Background: an optimization exercise with open tools, aiming at small area, a short achievable clock period and few clock cycles per item. Do not read the settings as production practice. The RTL was checked by simulation tests, not by an equivalence proof against the original design.

==> flow/design.v <==
package pop_pkg;
  localparam int PriceW     = 32;
  localparam int DiscW      = 17;
  localparam int ModeW      = 2;
  localparam int CfgIdxW    = 2;
  localparam int CfgDataW   = 32;
  localparam int MaxPathLen = 1024;
  typedef enum logic [ModeW-1:0] {
    PopCall     = 2'd0,
    PopLookback = 2'd1,
    PopBarrier  = 2'd2,
    PopCompound = 2'd3
  } pop_mode_e;
  typedef enum logic [CfgIdxW-1:0] {
    RegPayoffMode     = 2'd0,
    RegStrikeLevel    = 2'd1,
    RegSecondLevel    = 2'd2,
    RegDiscountFactor = 2'd3
  } pop_reg_e;
  typedef enum logic [2:0] {
    StIdle,
    StLbMul,
    StLbSub,
    StDisc,
    StRound,
    StDivPrep,
    StDiv,
    StCmp
  } pop_state_e;
endpackage
module path_option_payoff #(
  parameter int MAX_PATH_LEN = pop_pkg::MaxPathLen
) (
  input  logic                       clk_i,
  input  logic                       rst_ni,
  input  logic                       sample_valid_i,
  output logic                       sample_ready_o,
  input  logic [pop_pkg::PriceW-1:0] sample_price_i,
  input  logic                       sample_last_i,
  output logic                       result_valid_o,
  input  logic                       result_ready_i,
  output logic [pop_pkg::PriceW-1:0] result_payoff_o,
  output logic                       result_crossed_o,
  input  logic                       cfg_valid_i,
  output logic                       cfg_ready_o,
  input  logic [pop_pkg::CfgIdxW-1:0] cfg_index_i,
  input  logic [pop_pkg::CfgDataW-1:0] cfg_data_i
);
  localparam int CntW = $clog2(MAX_PATH_LEN + 1);
  localparam int SumW = 32 + CntW;
  logic [1:0]  mode_q;
  logic [31:0] strike_q;
  logic [31:0] second_q;
  logic [16:0] disc_q;
  assign cfg_ready_o = 1'b1;
  always_ff @(posedge clk_i or negedge rst_ni) begin
    if (!rst_ni) begin
      mode_q   <= 2'd0;
      strike_q <= '0;
      second_q <= '0;
      disc_q   <= 17'd65536;
    end else if (cfg_valid_i) begin
      case (cfg_index_i)
        2'd0: mode_q   <= cfg_data_i[1:0];
        2'd1: strike_q <= cfg_data_i;
        2'd2: second_q <= cfg_data_i;
        default: disc_q <= cfg_data_i[16:0];
      endcase
    end
  end
  logic m_look, m_comp, m_bar;
  logic s_comp;
  always_ff @(posedge clk_i) begin
    m_look <= (mode_q == 2'd1);
    m_bar  <= (mode_q == 2'd2);
    m_comp <= (mode_q == 2'd3);
    s_comp <= (mode_q == 2'd3);
  end
  logic        s_mul1_q, s_sub_q, s_mul2_q, s_div_q, s_done_q;
  logic        s_idle;
  logic [4:0]  step_q;
  logic [31:0] xn_q;
  logic [31:0] b_q;
  logic        bx_q, by_q;
  logic [32:0] acc_q;
  logic        pcr_q;
  logic        post_idle;
  assign s_idle    = !(s_mul1_q || s_sub_q || s_mul2_q || s_div_q || s_done_q);
  assign post_idle = s_idle || (s_done_q && result_ready_i);
  logic        rdy_q;
  logic [31:0] x_q;
  logic        v_q;
  logic        lst_q;
  logic        acc_s;
  assign sample_ready_o = rdy_q;
  assign acc_s = sample_valid_i && rdy_q;
  always_ff @(posedge clk_i) begin
    if (rdy_q) begin
      x_q   <= sample_price_i;
      lst_q <= sample_last_i;
    end
  end
  logic [31:0]     min_q;
  logic            ab_q;       
  logic [CntW-1:0] cnt_q;
  logic            first_q;    
  logic            pend_q;     
  logic [31:0]     ex_q;       
  logic            v2_q;       
  logic            first2_q;   
  logic take, blk, proc;
  assign take = pend_q && post_idle;
  assign blk  = pend_q && !post_idle;
  assign proc = v_q && !blk;
  logic [32:0] diff;
  logic        above;
  logic        cnt_ok;
  logic [31:0] ex_d;
  always_comb begin
    diff   = {1'b0, x_q} - {1'b0, second_q};
    above  = !diff[32] && (diff[31:0] != '0);
    cnt_ok = first_q || !cnt_q[CntW-1];
    if (!proc)                     ex_d = '0;
    else if (!s_comp)              ex_d = x_q;
    else if (diff[32] || !cnt_ok)  ex_d = '0;
    else                           ex_d = diff[31:0];
  end
  always_ff @(posedge clk_i) begin
    ex_q <= ex_d;
    ab_q <= proc && above;
    if (proc) begin
      min_q <= (first_q || (x_q < min_q)) ? x_q : min_q;
      cnt_q <= first_q ? CntW'(1) : (cnt_q + CntW'(!cnt_q[CntW-1]));
    end
  end
  logic [SumW-1:0] sum_q;
  logic [SumW-1:0] sum_n;
  logic            cr_q;
  logic            cr_n;
  assign sum_n = ((v2_q && (first2_q || !s_comp)) ? '0 : sum_q) + SumW'(ex_q);
  assign cr_n  = (cr_q && !(v2_q && first2_q)) || ab_q;
  always_ff @(posedge clk_i) begin
    sum_q <= sum_n;
    cr_q  <= cr_n;
  end
  logic pend_d, v_d, rdy_d;
  logic s_idle_d;
  assign pend_d = (proc && lst_q) || (pend_q && !take);
  assign v_d    = acc_s || (v_q && blk);
  assign rdy_d  = !(v_d && pend_d && !s_idle_d);
  always_ff @(posedge clk_i or negedge rst_ni) begin
    if (!rst_ni) begin
      rdy_q    <= 1'b1;
      v_q      <= 1'b0;
      first_q  <= 1'b1;
      pend_q   <= 1'b0;
      v2_q     <= 1'b0;
      first2_q <= 1'b0;
    end else begin
      rdy_q    <= rdy_d;
      v_q      <= v_d;
      pend_q   <= pend_d;
      v2_q     <= proc;
      first2_q <= proc && first_q;
      if (proc) first_q <= lst_q;
    end
  end
  logic [31:0] mul_m;
  logic        mlast_q;    
  logic [3:0]  dig_d;
  logic        bm_d;
  logic        one0, two0, neg0, one1, two1, neg1;
  logic [33:0] row0, row1;
  logic [37:0] t;
  always_ff @(posedge clk_i) begin
    if (s_sub_q)       mul_m <= sd[31:0];
    if (s_sub_q)       qz_q  <= sneg;
    else if (!s_mul2_q) mul_m <= second_q;
  end
  always_comb begin
    if (s_mul1_q || s_mul2_q) begin
      dig_d = ((s_mul1_q && (step_q[2:0] == 3'd7)) || (s_mul2_q && qz_q)) ? 4'd0 : b_q[7:4];
      bm_d  = b_q[3] && !(s_mul2_q && qz_q);
    end else begin
      dig_d = s_sub_q ? (sneg ? 4'd0 : disc_q[3:0]) : min_q[3:0];
      bm_d  = 1'b0;
    end
  end
  always_ff @(posedge clk_i) begin
    one0 <= dig_d[0] ^ bm_d;
    two0 <= (dig_d[1] && !dig_d[0] && !bm_d) || (!dig_d[1] && dig_d[0] && bm_d);
    neg0 <= dig_d[1] && !(dig_d[0] && bm_d);
    one1 <= dig_d[2] ^ dig_d[1];
    two1 <= (dig_d[3] && !dig_d[2] && !dig_d[1]) || (!dig_d[3] && dig_d[2] && dig_d[1]);
    neg1 <= dig_d[3] && !(dig_d[2] && dig_d[1]);
  end
  always_comb begin
    row0 = ((one0 ? {2'b0, mul_m} : 34'd0) | (two0 ? {1'b0, mul_m, 1'b0} : 34'd0)) ^ {34{neg0}};
    row1 = ((one1 ? {2'b0, mul_m} : 34'd0) | (two1 ? {1'b0, mul_m, 1'b0} : 34'd0)) ^ {34{neg1}};
    t    = {{5{acc_q[32]}}, acc_q}
         + {{4{row0[33]}}, row0}
         + {{2{row1[33]}}, row1, 2'b0}
         + 38'(neg0)
         + {35'd0, neg1, 2'b0};
  end
  logic sat_q;
  logic [10:0] dv;
  logic [9:0]  r0, r1, r2;
  logic [1:0]  qb;
  logic [10:0] s1, s2;
  logic [11:0] d1, d2;
  assign dv = xn_q[10:0];
  always_comb begin
    r0 = acc_q[9:0];
    s1 = {r0, bx_q};
    d1 = {1'b0, s1} - {1'b0, dv};
    qb[1] = !d1[11];
    r1 = qb[1] ? d1[9:0] : s1[9:0];
    s2 = {r1, b_q[31]};
    d2 = {1'b0, s2} - {1'b0, dv};
    qb[0] = !d2[11];
    r2 = qb[0] ? d2[9:0] : s2[9:0];
  end
  logic [31:0] sa, sb;
  logic        scin;
  logic        szero;
  logic [32:0] sd;
  logic [31:0] sres;
  logic        sneg;
  logic        qz_q;
  always_comb begin
    if (m_comp) begin
      sa    = strike_q;
      sb    = b_q;
      scin  = by_q;
      szero = 1'b0;
    end else if (m_look) begin
      sa    = xn_q;
      sb    = {acc_q[11:0], b_q[31:12]};
      scin  = 1'b0;
      szero = (acc_q[32:12] != '0);
    end else begin
      sa    = xn_q;
      sb    = strike_q;
      scin  = 1'b0;
      szero = m_bar && pcr_q;
    end
    sd   = {1'b0, sa} - {1'b0, sb} - 33'(scin);
    sneg = sd[32] || szero;
    sres = sneg ? '0 : sd[31:0];
  end
  logic dskip;
  assign dskip = s_div_q && (acc_q[9:0] == '0) && ({bx_q, b_q[31:25]} == '0) && (step_q <= 5'd12);
  logic mul_last, div_last;
  assign mul_last = s_mul1_q ? mlast_q : (step_q[2:0] == 3'd4);
  assign div_last = (step_q == 5'd16);
  logic n_mul1, n_sub, n_mul2, n_div, n_done;
  always_comb begin
    n_mul1 = (take && m_look) || (s_mul1_q && !mul_last);
    n_div  = (take && m_comp) || (s_div_q && !div_last);
    n_sub  = (take && !m_look && !m_comp) || (s_mul1_q && mul_last) || (s_div_q && div_last);
    n_mul2 = (s_sub_q && !m_comp) || (s_mul2_q && !mul_last);
    n_done = (s_sub_q && m_comp) || (s_mul2_q && mul_last) || (s_done_q && !result_ready_i && !take);
    s_idle_d = post_idle && !pend_q;
  end
  always_ff @(posedge clk_i or negedge rst_ni) begin
    if (!rst_ni) begin
      s_mul1_q <= 1'b0;
      s_sub_q  <= 1'b0;
      s_mul2_q <= 1'b0;
      s_div_q  <= 1'b0;
      s_done_q <= 1'b0;
      step_q   <= '0;
      mlast_q  <= 1'b0;
    end else begin
      s_mul1_q <= n_mul1;
      s_sub_q  <= n_sub;
      s_mul2_q <= n_mul2;
      s_div_q  <= n_div;
      s_done_q <= n_done;
      mlast_q <= s_mul1_q && (step_q[2:0] == 3'd7);
      if (s_sub_q || (s_mul1_q && mul_last) || (s_div_q && div_last) || !(s_mul1_q || s_mul2_q || s_div_q))
        step_q <= '0;
      else
        step_q <= step_q + (dskip ? 5'd4 : 5'd1);
    end
  end
  always_ff @(posedge clk_i) begin
    if (take) begin
      pcr_q <= cr_n;
      sat_q <= 1'b0;
      xn_q  <= m_comp ? {21'd0, cnt_q} : sum_n[31:0];
    end else if (s_mul2_q && mul_last) begin
      sat_q <= t[32];
      xn_q  <= t[31:0];
    end else if (s_sub_q && m_comp) begin
      xn_q  <= sres;
    end
  end
  always_ff @(posedge clk_i) begin
    if (s_mul1_q || s_mul2_q) begin
      acc_q <= t[36:4];
      b_q   <= {t[3:0], b_q[31:4]};
    end else if (s_sub_q) begin
      acc_q <= 33'h0_0000_8000;
      b_q   <= {15'd0, disc_q};
    end else if (dskip) begin
      {bx_q, b_q, by_q} <= {b_q[24:0], by_q, 8'd0};
    end else if (s_div_q) begin
      acc_q[9:0]  <= r2;
      {bx_q, b_q, by_q} <= {b_q, by_q, qb};
    end else begin
      b_q   <= m_comp ? sum_n[31:0] : min_q;
      bx_q  <= sum_n[32];
      by_q  <= 1'b0;
      acc_q <= m_comp ? {24'd0, sum_n[SumW-1:33]} : 33'h0_0000_7FFF;
    end
  end
  assign result_valid_o   = s_done_q;
  assign result_payoff_o  = xn_q | {32{sat_q}};
  assign result_crossed_o = pcr_q;
endmodule
==> flow/flow/run.sh <==
#!/bin/bash
set -euo pipefail
bash standard.sh SETUP_SLACK_MARGIN=6.3 finish > standard.log 2>&1
==> flow/standard.sh <==
#!/bin/bash
# synth_recipe.tcl (not shown) runs the flow's synth.tcl, then flattens the netlist and writes it again
# the make line also repeats each setting of config.mk as NAME=value (left out here)
make -C /OpenROAD-flow-scripts/flow DESIGN_CONFIG=/design/flow/config.mk WORK_HOME=/design/flow/orfs CLKGATE_MAP_FILE= SYNTH_SCRIPT=/design/flow/synth_recipe.tcl "${@:-finish}"
==> flow/config.mk <==
export PLATFORM = sky130hd
export DESIGN_NAME = path_option_payoff
export DESIGN_NICKNAME = path_option_payoff
export VERILOG_FILES = /design/flow/design.v
export SDC_FILE = /design/flow/constraint.sdc
export NUM_CORES = 4
export LEC_CHECK = 0
export CAP_MARGIN = 20
export CORE_MARGIN = 2
export CORE_UTILIZATION = 55
export SETUP_SLACK_MARGIN = 5
export SLEW_MARGIN = 20
==> flow/constraint.sdc <==
create_clock -name core_clock -period 11.0 [get_ports {clk_i}]
set_input_delay 2.2000 -clock core_clock [delete_from_list [all_inputs] [get_ports {clk_i}]]
set_output_delay 2.2000 -clock core_clock [all_outputs]
set_load 0.01 [all_outputs]
==> flow_summary.ini, run 1 <==
[finish]
seq_area_sq_um = 9907
syn_to_final_growth_pct = 13.85
most-common-layout-cells = inv_1 (256), ha_1 (251), nand2_1 (217), nor2_1 (200), a21oi_1 (196)
multiInputGateArea_sq_um = 17710
design_area_sq_um = 32800
layout_commonest_cell = inv_1
nNetsFinal = 3576
drive_gt1_share_pct = 10.72
fillers = 4275

[die]
boundaryPins = 108
core_sq_um = 51510
die_area_sq_um = 54230
start_util_pct = 55.94
die_w_um = 232.9
rows = 83
die-height_um = 232.9

[clocking]
cts_tree = built
cts_max_level = 2
clkTransAtPathRegs_ps = 60
cts_sinks = 396
cts_made_buffers = 46
clockRootBuffer = clkbuf_16
clk_latency_ps = 620
clockBufferDepth = 3

[synth]
ys_ff_latch = 396
synthCells = 3143
avgSynthCellArea_sq_um = 9.167
synth_top_family_by_area = compound AO/OA/AOI/OAI gates
synthArstFlopShare_pct = 25.25
synth_edf_count = 145
synth.area.mux_share_pct = 7.678
synth-simple-area-share_pct = 12.76
ys.flop_type = dfxtp_1
ys_types = 92
yosysWarningCount = 1
synth.net_count = 3510
synth_xor_area_share_pct = 6.232
syn-cell-area_sq_um = 28810
synth_compound_area_share_pct = 19.69
synthAdderAreaFrac_pct = 13.94
ys_seq_area_share_pct = 34.30

[timing]
finalHoldViolations = 0
slew_viol_final = 0
setup_viol = 0
fin_crit_sh_pct = 41.63
finalCriticalPeriod_ps = 4579
relSlewSlack_pct = 31.31
rsz0062_at_grt = true
setup_tns_ps = 0
fmaxAchievable_mhz = 218.4
worstMarginPinSlew_ps = 1027
clock_skew_ps = 33.37
setup_ws_ps = 6421
fin_hold_ws_ps = 472.0

[setup_path]
path_buf_inv = 1
cp-start-kind = flip-flop
critPathCaptureType = primary output
cp_slowest_stage_delay_ps = 1080
r2r_cells = 18
rr_startpoint = neg0$_DFF_P_
r2r-end = xn_q[20]$_DFFE_PP_
crit_path_cell_trace = clkdlybuf4s50_1
crit_family = flip-flops
critPathKind = reg -> out
critPathMaxFanout = 35
critPathRequiredTime_ps = 8800
reg2reg_slack_ps = 6420
slowest_stage = dfstp_2
cp.arrival_ps = 2380

[outcome]
status = timing/DRC/antenna clean

[placement]
gp_congestion = 1.022
io_buffers = 106
dp_slack_ps = 4837
placed_area_sq_um = 30430
dp_hpwl_um = 76490

[worst_hold_path]
whs_endpoint = min_q[0]$_DFFE_PP_
min_path_cells = 0
worstHoldStart = x_q[0]$_DFFE_PP_
hold_path_class = reg -> reg

[global_route]
grt_max_degree = 69
grt_pass1_wl_um = 146200
grt-ovfl-total = 0
antenna_found_initial = 0
grt_pass1_vias = 23767
gr-usage-all-layers_pct = 35.98

[detailed_routing]
ant_nets = 0
route.detailed.drc = 0
vias_per_cell = 6.387
vias = 25096
wire_per_inst_um = 25.33
firstDrtPassIters = 6
wl_um = 99530
initialDrtViolationCount = 2671

[flow_run]
cap_violations = 0
synthesized netlist by cell type (37+ instances only):
cell        n  share of area, %
inv_1     260               3.4
ha_1      253                11
nand2_1   217               2.8
nor2_1    202               2.6
a21oi_1   201               3.5
o21ai_0   180               3.1
dfxtp_1   151                10
edfxtp_1  145                15
clkbuf_1  129               1.7
xnor2_1   129               3.9
mux2i_1   113               3.9
dfrtp_1    97               8.4
mux2_2     96               3.8
a22oi_1    89               2.3
xor2_1     76               2.3
a21o_1     75               2.0
and2_1     55               1.2
fa_1       42               2.9
or2_2      40              0.87
a31oi_1    39              0.85
nand3_1    38              0.66
nor3_1     38              0.66
a211oi_1   37              0.96
worst max-delay path by stage:
stage | startpoint | endpoint | slack [ps] | cells past startpoint
floorplan | s_comp$_DFF_P_ | xn_q[12]$_DFFE_PP_ | 6310 | 21
global placement | s_comp$_DFF_P_ | xn_q[24]$_DFFE_PP_ | 5010 | 16
detailed placement | s_comp$_DFF_P_ | xn_q[22]$_DFFE_PP_ | 4840 | 16
CTS | m_look$_DFF_P_ | xn_q[22]$_DFFE_PP_ | 6300 | 17
global route | m_look$_DFF_P_ | xn_q[25]$_DFFE_PP_ | 6200 | 18
finish | rdy_q$_DFF_PN1_ | sample_ready_o | 6420 | 1
layer usage:
metal | routed length (um) | up-vias | track usage (%)
met3 | 8446 | 236 | 6.495
met5 | 0 | - | 0
met1 | 42340 | 12233 | 49.35
li1 | - | 11483 | -
met2 | 44640 | 1144 | 57.12
met4 | 4109 | 0 | 12.48
metrics by stage:
stage | std cells | utilization, %
floorplan | 3143 | -
global placement | 3809 | 59.03
detailed placement | 3810 | 59.08
CTS | 3911 | 62.94
global route | 3927 | 63.68
finish | 3929 | 63.69
registers in the layout, summed over array words and instances (netlist names), 2 cells and up:
name      cells
strike_q     32
ex_q         32
mul_m        32
xn_q         32
cnt_q        11
acc_q        33
sum_q        43
b_q          32
min_q        32
disc_q       17
step_q        5
mode_q        2
x_q          32
second_q     32
cell type report:
cell class	instances	share of cell area (%)
Timing Repair Buffer	165	5.351
Clock buffer	61	3.932
Tap cell	680	2.594
Multi-Input combinational cell	2337	54.00
Inverter	263	3.021
Antenna cell	2	0.01526
Sequential cell	396	30.20
Clock inverter	25	0.8887
what timing repair did:
item / 4_1_cts / 5_1_grt
hold buffers: 0 / 0
resized for setup: 52 / 49
buffers inserted: 11 / 14
gates cloned: 4 / 1
pin swaps: 7 / 14
setup endpoints to repair: 109 / 77
cells by family after synthesis:
| group | Yosys count |
|---|---|
| other | 1 |
| DFF | 396 |
| and+or+nand+nor | 759 |
| adders and majority gates | 296 |
| xor gates and xnor gates | 205 |
| buffers and inverters | 411 |
| muxes | 209 |
| AOI/OAI and AO/OA | 866 |
Testbench counts, summed over its fixed seeds: cycles 67,214, paths 2,560.
==> run 2: changes to the inputs <==
==> flow/flow/run.sh (replaced) <==
#!/bin/bash
set -euo pipefail
bash standard.sh SETUP_SLACK_MARGIN=6.5 finish > standard.log 2>&1
==> run 2 against run 1 <==
Register-to-register slack improved by 50 ps. Via count grew 1.2%. Highest routed layer is now met5.
==> flow_summary.ini, run 2 <==
[synth]
synth_top_area_cell = edfxtp_1
synth_top_area_share_pct = 15.11
synth.net_count = 3510
yosysWarningCount = 1
ys_types = 92
ys_ff_latch = 396
synth_edf_count = 145
synth_area_leaders = edfxtp_1 (15%), ha_1 (11%), dfxtp_1 (10%)
avgSynthCellArea_sq_um = 9.167
ys.flop_type = dfxtp_1
synthCells = 3143
synth_common_cells = inv_1 (260), ha_1 (253), nand2_1 (217)
syn-cell-area_sq_um = 28810
yosysMostFrequentCell = inv_1
synthArstFlopShare_pct = 25.25
ys_seq_area_share_pct = 34.30

[global_route]
grt_pass1_wl_um = 150900
grt-ovfl-total = 0
grt_max_degree = 70
grt_pass1_vias = 24217
gr-usage-all-layers_pct = 37.29
antenna_found_initial = 3

[clocking]
clockBufferDepth = 3
cts_made_buffers = 44
clkTransAtPathRegs_ps = 70
cts_tree = built
cts_sinks = 396
cts-hold-fix-buffers = 0
clk_latency_ps = 590
clockRootBuffer = clkbuf_16
cts_max_level = 2

[die]
die_w_um = 232.9
boundaryPins = 108
die_area_sq_um = 54230
start_util_pct = 55.94
core_sq_um = 51510
rows = 83
die-height_um = 232.9

[finish]
largestRegisters = sum_q (43), acc_q (33)
design_area_sq_um = 33560
finish.utilization_pct = 65.15
seq_area_sq_um = 9907
regMostFlops = sum_q
largest_register_ffs = 43
drive_gt1_share_pct = 13.89
layout_commonest_cell = inv_1
nNetsFinal = 3616
fillers = 4262
syn_to_final_growth_pct = 16.47
most-common-layout-cells = inv_1 (253), ha_1 (235), nand2_1 (216), nor2_1 (200), a21oi_1 (188)
stdcell_count = 3966
multiInputGateArea_sq_um = 18200

[detailed_routing]
route.detailed.drc = 0
firstDrtPassIters = 6
vias_per_cell = 6.402
initialDrtViolationCount = 2651
vias = 25389
ant_nets = 0
wire_per_inst_um = 25.88
wl_um = 102600

[worst_hold_path]
hold_path_class = reg -> reg
worstHoldStart = mode_q[1]$_DFFE_PN0P_

[setup_path]
critPathMaxFanout = 6
cp-startpoint = one0$_DFF_P_
critPathKind = reg -> reg
critPathCaptureType = flip-flop
rr_startpoint = one0$_DFF_P_
critPathRequiredTime_ps = 11340
cp-start-kind = flip-flop
cp.arrival_ps = 4870

[timing]
relSlewSlack_pct = 22.12
slew_viol_final = 0
setup_viol = 0
finalCriticalPeriod_ps = 4534
finalHoldViolations = 0
fmaxAchievable_mhz = 220.6
rsz0062_at_grt = true
fin_crit_sh_pct = 41.22
setup_tns_ps = 0
clock_skew_ps = 19.40
worstMarginPinSlew_ps = 1156

[placement]
dp_hpwl_um = 78450
placed_area_sq_um = 30440
place_inst = 3811
io_buffers = 106
gp_congestion = 1.021

[flow_run]
cap_violations = 0

[outcome]
status = timing/DRC/antenna clean
-- run 2: cell counts after synthesis --
No cell type changed its count.
-- run 2: cell families after synthesis --
kind of cell             Yosys count  share of synthesized area (%)
adder cells (fa/ha/maj)          296                          13.94
buffers and inverters            411                          5.380
XOR/XNOR                         205                          6.232
multiplexers                     209                          7.678
AND/OR/NAND/NOR                  759                          12.76
flip-flops                       396                          34.30
other                              1                        0.01302
AO/OA/AOI/OAI                    866                          19.69
-- run 2: path summary, 6_finish.rpt --
path,to,slack (ps),cells after the start
worst max-delay path,xn_q[20]$_DFFE_PP_,6470,23
worst min-delay path,m_look$_DFF_P_,460,1
worst max register to register,xn_q[20]$_DFFE_PP_,6470,23
worst min register to register,m_look$_DFF_P_,460,1
max in group asynchronous,s_sub_q$_DFF_PN0_,8130,2
min in group asynchronous,second_q[30]$_DFFE_PN0P_,1560,1
-- run 2: per-stage QoR --
stage	hold WS (ps)	setup WS (ps)
floorplan	397.0	6506
finish	460.6	6466
global route	484.2	6270
detailed placement	452.7	5085
global placement	445.2	5223
CTS	463.3	6435
-- run 2: final cells by class --
type,instances,area share [%]
Inverter,263,2.960
Multi-Input combinational cell,2337,54.25
Clock inverter,18,0.5406
Timing Repair Buffer,207,6.223
Clock buffer,63,3.956
Antenna cell,2,0.01491
Tap cell,680,2.535
Sequential cell,396,29.52
-- run 2: worst max-delay path, cell delays in order, from the launching register on --
cell and delay [ps]:
dfxtp_4 350, buf_12 130, a22oi_2 180, xnor2_1 110, fa_1 500, inv_2 40
fa_1 450, inv_2 80, ha_4 150, inv_2 40, fa_2 330, nor2b_1 130
o21a_1 170, o21ai_2 90, a2111oi_4 280, buf_4 180, buf_6 90, nand2b_4 110
a21o_1 130, a21oi_2 60, xor2_1 180, buf_4 160, nor2_1 50, a221o_1 290
-- run 2: what timing repair did --
| action | CTS | global route |
|---|---|---|
| gates resized for setup | 88 | 93 |
| endpoints found under the hold margin | 0 | 0 |
| buffers inserted | 35 | 32 |
| gates cloned | 4 | 1 |
| pin swaps | 21 | 32 |
| endpoints found under the setup margin | 167 | 102 |
-- run 2: routing by layer --
layer	up-vias	share of wire (%)	track usage [%]
li1	11552	-	-
met1	12420	42	50.65
met2	1175	45	59.13
met3	240	8.7	6.176
met4	2	4.4	15.19
met5	-	0.011	0
==> run 3: changes to the inputs <==
==> flow/flow/run.sh (replaced) <==
#!/bin/bash
set -euo pipefail
bash standard.sh SETUP_SLACK_MARGIN=6.8 finish > standard.log 2>&1
==> run 3 against run 2 <==
Final cell count increased by 1.6%. Hold slack got worse by 5.7 ps. Clock-buffer cell count decreased by 1. Critical path type unchanged. Critical endpoint is now xn_q[19]$_DFFE_PP_. Register-to-register slack got worse by 70 ps. Maximum frequency decreased by 1.6%. Via count increased by 2.7%.
==> flow_summary.ini, run 3 <==
[finish]
finish.utilization_pct = 68.00
nNetsFinal = 3678
syn_to_final_growth_pct = 21.56
layout_commonest_cell = inv_1
drive_gt1_share_pct = 18.17
largest_register_ffs = 43
most-common-layout-cells = inv_1 (245), ha_1 (215), nand2_1 (213), nor2_1 (195), a21oi_1 (172)
largestRegisters = sum_q (43), acc_q (33)
regMostFlops = sum_q

[setup_path]
critPathMaxFanout = 5
crit_path_cell_trace = buf_12 -> a22oi_2 -> xnor2_2 -> fa_1 -> inv_2 -> fa_1 -> inv_2 -> ha_4 -> buf_4 -> buf_6 -> buf_6 -> a211oi_4 -> o21a_1 -> o21ai_4 -> a31oi_4 -> buf_6 -> o21bai_1 -> a21o_1 -> buf_4 -> xnor2_2 -> o21ai_2 -> a21oi_1 -> nor2_1
cp_slowest_stage_delay_ps = 530
cpMostUsedCell = buf_6
critPathCaptureType = flip-flop
cp-start-kind = flip-flop
cp.arrival_ps = 4960
critPathRequiredTime_ps = 11360
path_buf_inv = 8
crit_family = compound AO/OA/AOI/OAI gates
slowest_stage = fa_1
cp.depth = 23
critPathKind = reg -> reg
r2r_cells = 23

[synth]
synthCells = 3143
ys.flop_type = dfxtp_1
syn-cell-area_sq_um = 28810
ys_ff_latch = 396
synth_edf_count = 145
synthArstFlopShare_pct = 25.25
synth.net_count = 3510
avgSynthCellArea_sq_um = 9.167
synth_common_cells = inv_1 (260), ha_1 (253), nand2_1 (217)
synth_top_area_cell = edfxtp_1
ys_types = 92
synth_top_area_share_pct = 15.11
yosysMostFrequentCell = inv_1
yosysWarningCount = 1
synth_area_leaders = edfxtp_1 (15%), ha_1 (11%), dfxtp_1 (10%)
ys_seq_area_share_pct = 34.30

[placement]
dp_hpwl_um = 76240
io_buffers = 106
gp_congestion = 0.9837

[timing]
slew_viol_final = 0
relSlewSlack_pct = 6.258
finalHoldViolations = 0
setup_tns_ps = 0
worstMarginPinSlew_ps = 1403
setup_viol = 0
fmaxAchievable_mhz = 217.1
rsz0062_at_grt = true
clock_skew_ps = 19.34
finalCriticalPeriod_ps = 4606
fin_crit_sh_pct = 41.87

[detailed_routing]
vias_per_cell = 6.474
wire_per_inst_um = 26.20
wl_um = 105500
routed.top_layer = met4
initialDrtViolationCount = 3041
wl_met3_um = 9716
vias = 26078
wl_met1_um = 43190
ant_nets = 0
met2WireLength_um = 47280
firstDrtPassIters = 6
route.detailed.drc = 0

[worst_hold_path]
hold_path_class = reg -> reg
min_path_cells = 0

[die]
die-height_um = 232.9
core_sq_um = 51510
die_area_sq_um = 54230
start_util_pct = 55.94
rows = 83
boundaryPins = 108
die_w_um = 232.9

[clocking]
clockBufferDepth = 3
cts_sinks = 396
clkTransAtPathRegs_ps = 60
clockRootBuffer = clkbuf_16
cts-hold-fix-buffers = 0
cts_tree = built
cts_made_buffers = 44
clk_latency_ps = 600
cts_max_level = 2

[global_route]
grt_pass1_vias = 24826
gr-usage-all-layers_pct = 37.65
grt_max_degree = 77
antenna_found_initial = 0
grt_pass1_wl_um = 152900
grt-ovfl-total = 0

[flow_run]
cap_violations = 0

[outcome]
status = timing/DRC/antenna clean
==> run 3: logic make-up after synthesis <==
kind of cell               synth area share, %
AOI/OAI and AO/OA                        19.69
xor gates and xnor gates                 6.232
adders and majority gates                13.94
buffers and inverters                    5.380
DFF                                      34.30
muxes                                    7.678
other                                  0.01302
and+or+nand+nor                          12.76
==> run 3: path summary, 6_finish.rpt <==
| kind | from | slack [ps] | to |
|---|---|---|---|
| hold reg to reg | x_q[0]$_DFFE_PP_ | 450 | min_q[0]$_DFFE_PP_ |
| max in group asynchronous | rst_ni | 8070 | second_q[0]$_DFFE_PN0P_ |
| hold / removal | x_q[0]$_DFFE_PP_ | 450 | min_q[0]$_DFFE_PP_ |
| min in group asynchronous | rst_ni | 1540 | second_q[23]$_DFFE_PN0P_ |
| setup reg to reg | one0$_DFF_P_ | 6390 | xn_q[19]$_DFFE_PP_ |
| setup / recovery | one0$_DFF_P_ | 6390 | xn_q[19]$_DFFE_PP_ |
==> run 3: area by class of cell <==
class | instances | area [sq um]
flip-flops and latches | 396 | 9920
repair buffers | 267 | 2804
repair inverters | 1 | 5.005
clock buffers | 62 | 1274
multi-input cells | 2338 | 19020
inverters | 263 | 997.2
fillers | 4011 | 16480
diodes | 1 | 2.502
clock inverters | 20 | 147.6
well taps | 680 | 850.8
==> run 3: layer usage <==
layer | vias to the layer above | GRT usage [%]
met1 | 12750 | 50.66
li1 | 11697 | -
met2 | 1329 | 60.07
met4 | 0 | 15.92
met3 | 302 | 6.152
met5 | - | 0
==> run 3: stage by stage <==
stage	cells	instance area (sq um)	hold slack (ps)	setup slack (ps)
4_1_cts	3980	33680	455.7	6497
5_1_grt	4027	35020	473.7	6247
3_5_place_dp	3805	30490	441.7	4864
3_3_place_gp	3805	30480	447.0	4978
6_report	4028	35020	454.8	6394
2_1_floorplan	3143	29030	397.0	6801
==> run 3: timing repair <==
action                     CTS  global route
gates resized for setup    175           175
pin swaps                   53            91
gates cloned                 6             5
setup buffers               87            42
setup endpoints to repair  233           106
hold endpoints to repair     0             0
==> run 3: worst reg2reg max path, cell delays in order, from the launching register on <==
cell	delay (ps)
dfxtp_4	360
buf_12	140
a22oi_2	200
xnor2_2	110
fa_1	500
inv_2	40
fa_1	530
inv_2	50
ha_4	160
buf_4	130
buf_6	100
buf_6	110
a211oi_4	240
o21a_1	210
o21ai_4	90
a31oi_4	240
buf_6	120
o21bai_1	60
a21o_1	220
buf_4	150
xnor2_2	250
o21ai_2	130
a21oi_1	180
nor2_1	60
==> run 4: changes to the inputs <==
--- a/flow/design.v
+++ b/flow/design.v
@@ -69,13 +69,9 @@
     end
   end
   logic m_look, m_comp, m_bar;
-  logic s_comp;
-  always_ff @(posedge clk_i) begin
-    m_look <= (mode_q == 2'd1);
-    m_bar  <= (mode_q == 2'd2);
-    m_comp <= (mode_q == 2'd3);
-    s_comp <= (mode_q == 2'd3);
-  end
+  assign m_look = (mode_q == 2'd1);
+  assign m_bar  = (mode_q == 2'd2);
+  assign m_comp = (mode_q == 2'd3);
   logic        s_mul1_q, s_sub_q, s_mul2_q, s_div_q, s_done_q;
   logic        s_idle;
   logic [4:0]  step_q;
@@ -88,40 +84,32 @@
   assign s_idle    = !(s_mul1_q || s_sub_q || s_mul2_q || s_div_q || s_done_q);
   assign post_idle = s_idle || (s_done_q && result_ready_i);
   logic        rdy_q;
-  logic [31:0] x_q;
-  logic        v_q;
-  logic        lst_q;
-  logic        acc_s;
+  logic [31:0] x;
+  logic        lst;
   assign sample_ready_o = rdy_q;
-  assign acc_s = sample_valid_i && rdy_q;
-  always_ff @(posedge clk_i) begin
-    if (rdy_q) begin
-      x_q   <= sample_price_i;
-      lst_q <= sample_last_i;
-    end
-  end
+  assign x   = sample_price_i;
+  assign lst = sample_last_i;
   logic [31:0]     min_q;
-  logic            ab_q;       
   logic [CntW-1:0] cnt_q;
   logic            first_q;    
   logic            pend_q;     
   logic [31:0]     ex_q;       
+  logic            ab_q;       
   logic            v2_q;       
   logic            first2_q;   
-  logic take, blk, proc;
+  logic take, proc;
   assign take = pend_q && post_idle;
-  assign blk  = pend_q && !post_idle;
-  assign proc = v_q && !blk;
+  assign proc = sample_valid_i && rdy_q;
   logic [32:0] diff;
   logic        above;
   logic        cnt_ok;
   logic [31:0] ex_d;
   always_comb begin
-    diff   = {1'b0, x_q} - {1'b0, second_q};
+    diff   = {1'b0, x} - {1'b0, second_q};
     above  = !diff[32] && (diff[31:0] != '0);
     cnt_ok = first_q || !cnt_q[CntW-1];
     if (!proc)                     ex_d = '0;
-    else if (!s_comp)              ex_d = x_q;
+    else if (!m_comp)              ex_d = x;
     else if (diff[32] || !cnt_ok)  ex_d = '0;
     else                           ex_d = diff[31:0];
   end
@@ -129,40 +117,39 @@
     ex_q <= ex_d;
     ab_q <= proc && above;
     if (proc) begin
-      min_q <= (first_q || (x_q < min_q)) ? x_q : min_q;
+      min_q <= (first_q || (x < min_q)) ? x : min_q;
       cnt_q <= first_q ? CntW'(1) : (cnt_q + CntW'(!cnt_q[CntW-1]));
     end
   end
+  logic            clr2;
   logic [SumW-1:0] sum_q;
   logic [SumW-1:0] sum_n;
   logic            cr_q;
   logic            cr_n;
-  assign sum_n = ((v2_q && (first2_q || !s_comp)) ? '0 : sum_q) + SumW'(ex_q);
-  assign cr_n  = (cr_q && !(v2_q && first2_q)) || ab_q;
+  assign clr2  = v2_q && first2_q;
+  assign sum_n = ((clr2 || (v2_q && !m_comp)) ? '0 : sum_q) + SumW'(ex_q);
+  assign cr_n  = (cr_q && !clr2) || ab_q;
   always_ff @(posedge clk_i) begin
     sum_q <= sum_n;
     cr_q  <= cr_n;
   end
-  logic pend_d, v_d, rdy_d;
+  logic pend_d, rdy_d;
   logic s_idle_d;
-  assign pend_d = (proc && lst_q) || (pend_q && !take);
-  assign v_d    = acc_s || (v_q && blk);
-  assign rdy_d  = !(v_d && pend_d && !s_idle_d);
+  assign pend_d = (proc && lst) || (pend_q && !take);
+  assign rdy_d  = !(pend_d && !s_idle_d);
   always_ff @(posedge clk_i or negedge rst_ni) begin
     if (!rst_ni) begin
       rdy_q    <= 1'b1;
-      v_q      <= 1'b0;
       first_q  <= 1'b1;
       pend_q   <= 1'b0;
       v2_q     <= 1'b0;
       first2_q <= 1'b0;
     end else begin
       rdy_q    <= rdy_d;
-      v_q      <= v_d;
       pend_q   <= pend_d;
       v2_q     <= proc;
       first2_q <= proc && first_q;
-      if (proc) first_q <= lst_q;
+      if (proc) first_q <= lst;
     end
   end
   logic [31:0] mul_m;
@@ -249,8 +236,6 @@
     sneg = sd[32] || szero;
     sres = sneg ? '0 : sd[31:0];
   end
-  logic dskip;
-  assign dskip = s_div_q && (acc_q[9:0] == '0) && ({bx_q, b_q[31:25]} == '0) && (step_q <= 5'd12);
   logic mul_last, div_last;
   assign mul_last = s_mul1_q ? mlast_q : (step_q[2:0] == 3'd4);
   assign div_last = (step_q == 5'd16);
@@ -261,7 +246,7 @@
     n_sub  = (take && !m_look && !m_comp) || (s_mul1_q && mul_last) || (s_div_q && div_last);
     n_mul2 = (s_sub_q && !m_comp) || (s_mul2_q && !mul_last);
     n_done = (s_sub_q && m_comp) || (s_mul2_q && mul_last) || (s_done_q && !result_ready_i && !take);
-    s_idle_d = post_idle && !pend_q;
+    s_idle_d = !(n_mul1 || n_div || n_sub || n_mul2 || n_done);
   end
   always_ff @(posedge clk_i or negedge rst_ni) begin
     if (!rst_ni) begin
@@ -282,7 +267,7 @@
       if (s_sub_q || (s_mul1_q && mul_last) || (s_div_q && div_last) || !(s_mul1_q || s_mul2_q || s_div_q))
         step_q <= '0;
       else
-        step_q <= step_q + (dskip ? 5'd4 : 5'd1);
+        step_q <= step_q + 5'd1;
     end
   end
   always_ff @(posedge clk_i) begin
@@ -304,8 +289,6 @@
     end else if (s_sub_q) begin
       acc_q <= 33'h0_0000_8000;
       b_q   <= {15'd0, disc_q};
-    end else if (dskip) begin
-      {bx_q, b_q, by_q} <= {b_q[24:0], by_q, 8'd0};
     end else if (s_div_q) begin
       acc_q[9:0]  <= r2;
       {bx_q, b_q, by_q} <= {b_q, by_q, qb};
==> flow/flow/run.sh (replaced) <==
#!/bin/bash
set -euo pipefail
bash standard.sh SETUP_SLACK_MARGIN=6.3 finish > standard.log 2>&1
==> run 4 against run 3 <==
Sequential share of layout area decreased by 1.1 points. Final area decreased by 8.1%. Clock-buffer cell count decreased by 10. Synthesized cell count decreased by 2.2%. Still clean. Flip-flop and latch count decreased by 37. Clock skew increased by 16 ps. Global-route usage decreased by 1.2 points. Via count decreased by 6.7%. Critical path depth decreased by 3. First-iteration DRC count decreased by 12%. Area after synthesis decreased by 5.2%.
==> flow_summary.ini, run 4 <==
[global_route]
gr-usage-all-layers_pct = 36.46
grt_max_degree = 69
grt_pass1_wl_um = 140800
grt_pass1_vias = 23107
antenna_found_initial = 0
grt-ovfl-total = 0

[placement]
io_buffers = 106
placed_area_sq_um = 29030
gp_congestion = 0.9985
dp_hpwl_um = 71930

[detailed_routing]
wire_per_inst_um = 24.76
vias_per_cell = 6.259
route.detailed.drc = 0
ant_nets = 0
initialDrtViolationCount = 2667
vias = 24327
firstDrtPassIters = 5
wl_um = 96260

[synth]
ys_seq_area_share_pct = 31.87
synth_area_leaders = ha_1 (12%), dfxtp_1 (12%), edfxtp_1 (11%)
synth_edf_count = 102
ys_ff_latch = 359
synth_top_area_share_pct = 11.59
synth_top_area_cell = ha_1
avgSynthCellArea_sq_um = 8.884
synthCells = 3075
syn-cell-area_sq_um = 27320
ys.flop_type = dfxtp_1
yosysWarningCount = 1
yosysMostFrequentCell = inv_1
synth.net_count = 3442
synth_common_cells = inv_1 (280), ha_1 (253), nor2_1 (228)
synthArstFlopShare_pct = 27.58
ys_types = 92

[setup_path]
critPathKind = reg -> reg
cp.arrival_ps = 5180
critPathCaptureType = flip-flop
critPathRequiredTime_ps = 11310
cp-start-kind = flip-flop
critPathMaxFanout = 4

[timing]
worstMarginPinSlew_ps = 1145
setup_viol = 0
finalCriticalPeriod_ps = 4874
fin_crit_sh_pct = 44.31
slew_viol_final = 0
rsz0062_at_grt = true
clock_skew_ps = 35.34
fmaxAchievable_mhz = 205.2
finalHoldViolations = 0
setup_tns_ps = 0
relSlewSlack_pct = 23.67

[clocking]
clk_latency_ps = 600
cts-hold-fix-buffers = 0
clockRootBuffer = clkbuf_16
clockBufferDepth = 3
cts_made_buffers = 40
cts_max_level = 2
cts_sinks = 359
cts_tree = built
clkTransAtPathRegs_ps = 60

[worst_hold_path]
hold_path_class = reg -> reg

[finish]
largestRegisters = sum_q (43), acc_q (33)
syn_to_final_growth_pct = 17.79
fillers = 4049
nNetsFinal = 3555
most-common-layout-cells = inv_1 (274), ha_1 (226), nor2_1 (224), nand2_1 (223), a21oi_1 (198)
largest_register_ffs = 43
design_area_sq_um = 32180
regMostFlops = sum_q
drive_gt1_share_pct = 14.60
layout_commonest_cell = inv_1

[die]
die_w_um = 226.9
die-height_um = 226.9
core_sq_um = 48950
rows = 81
start_util_pct = 55.81
boundaryPins = 108
die_area_sq_um = 51470

[flow_run]
cap_violations = 0

[outcome]
status = timing/DRC/antenna clean
-- run 4: changes by cell type in the layout (fill, tap and decap cells not counted), sizes merged, moves of 20 or more --
cell    change
inv        +21
o21ai      -52
edfxtp     -43
a22oi      +20
buf        -61
nor2       +26
a21o       +22
-- run 4: per-layer routing --
layer / GRT usage (%) / routed length [um] / vias to the layer above / share of wire [%]
met5: 0 / 0 / - / 0
met4: 15.68 / 4609 / 0 / 4.8
met3: 5.067 / 8353 / 213 / 8.7
met2: 56.54 / 42360 / 1108 / 44
met1: 50.84 / 40930 / 11844 / 43
li1: - / - / 11162 / -
-- run 4: metrics by stage --
step	hold slack (ps)	setup slack [ps]	utilization, %	instances
4_1_cts	460.2	6083	64.29	3852
3_5_place_dp	445.9	4592	59.30	3733
6_report	455.0	6126	65.73	3887
2_1_floorplan	397.0	6148	-	3075
5_1_grt	491.9	5971	65.72	3884
3_3_place_gp	432.5	4762	59.30	3733
-- run 4: logic make-up after synthesis --
group / Yosys count / share of synthesized area [%]
AO/OA/AOI/OAI: 818 / 19.72
multiplexers: 199 / 7.718
buffers and inverters: 421 / 5.854
XOR/XNOR: 209 / 6.701
AND/OR/NAND/NOR: 773 / 13.46
adder cells (fa/ha/maj): 295 / 14.67
flip-flops: 359 / 31.87
other: 1 / 0.01373
-- run 4: final cells by class --
| class | instances | area (sq um) | share of cell area (%) |
|---|---|---|---|
| antenna | 3 | 7.507 | 0.02333 |
| inverter | 283 | 1069 | 3.321 |
| clock buffer | 52 | 1097 | 3.410 |
| clock inverter | 22 | 304.0 | 0.9449 |
| multi-input combinational | 2301 | 17980 | 55.89 |
| tap | 664 | 830.8 | 2.582 |
| sequential | 359 | 8743 | 27.17 |
| timing repair buffer | 203 | 2140 | 6.650 |
-- run 4: path summary, 6_finish.rpt --
| kind | from | endpoint | slack (ps) | depth (start not counted) |
|---|---|---|---|---|
| max reg2reg | two0$_DFF_P_ | acc_q[28]$_SDFFCE_PP0P_ | 6130 | 20 |
| min | cr_q$_DFF_P_ | cr_q$_DFF_P_ | 450 | 1 |
| min reg2reg | cr_q$_DFF_P_ | cr_q$_DFF_P_ | 450 | 1 |
| min in group asynchronous | rst_ni | disc_q[4]$_DFFE_PN0P_ | 1610 | 1 |
| max in group asynchronous | rst_ni | strike_q[29]$_DFFE_PN0P_ | 8080 | 2 |
| max | two0$_DFF_P_ | acc_q[28]$_SDFFCE_PP0P_ | 6130 | 20 |
-- run 4: worst max-delay path: stages (launching register included) --
cell and delay (ps):
dfxtp_4 350, buf_12 120, a22oi_2 130, xnor2_1 110, fa_1 510, inv_2 50
fa_1 520, inv_1 40, ha_2 190, inv_2 60, fa_2 210, nor2b_2 50
o31a_1 270, o311a_1 360, a221o_1 370, a311o_1 430, a221oi_4 320, buf_4 170
o21ai_2 60, xnor2_2 200, nor2_1 60
-- run 4: what timing repair did --
action                                 in CTS  in global routing
pin swaps                                  42                 47
buffers inserted                           36                 28
gates cloned                                9                  4
gates resized for setup                   144                 88
setup endpoints to repair                 214                124
endpoints found under the hold margin       0                  0
Testbench counts of run 4, summed over its fixed seeds: cycles 68,614, paths 2,560.

[separate check: timing with driven ports]
The results above use ideal ports. As a check the final layouts listed here were re-extracted and re-timed, cells and wires unchanged.
Step 1: set_driving_cell puts a clkbuf_16 on clk_i and a buf_2 on each other input, an assumption about the parent block.
Step 2, shift: input delay + t, output delay - t, t = (earliest + latest rising clock arrival at the registers) / 2. This alone moves slack from input paths to output paths.
Three values: ideal ports, drivers, drivers and shift; two values: the first two.
run | t, ns | slack for setup (ns) | hold WS [ns] | worst setup path after step 2
run 1 | 0.658 | 6.421 / 6.362 / 5.882 | 0.472 / 0.472 / 0.472 | input to register
run 2 | 0.644 | 6.466 / 6.466 / 6.109 | 0.461 / 0.461 / 0.461 | input to register
run 3 | 0.657 | 6.394 / 6.394 / 6.158 | 0.455 / 0.455 / 0.455 | input to register
run 4 | 0.639 | 6.126 / 6.126 / 5.666 | 0.455 / 0.455 / 0.455 | input to register
After both steps every run listed still meets setup and hold. The setup slack of run 1, which loses most, moves by -0.059 ns with the drivers and by -0.539 ns with both steps.
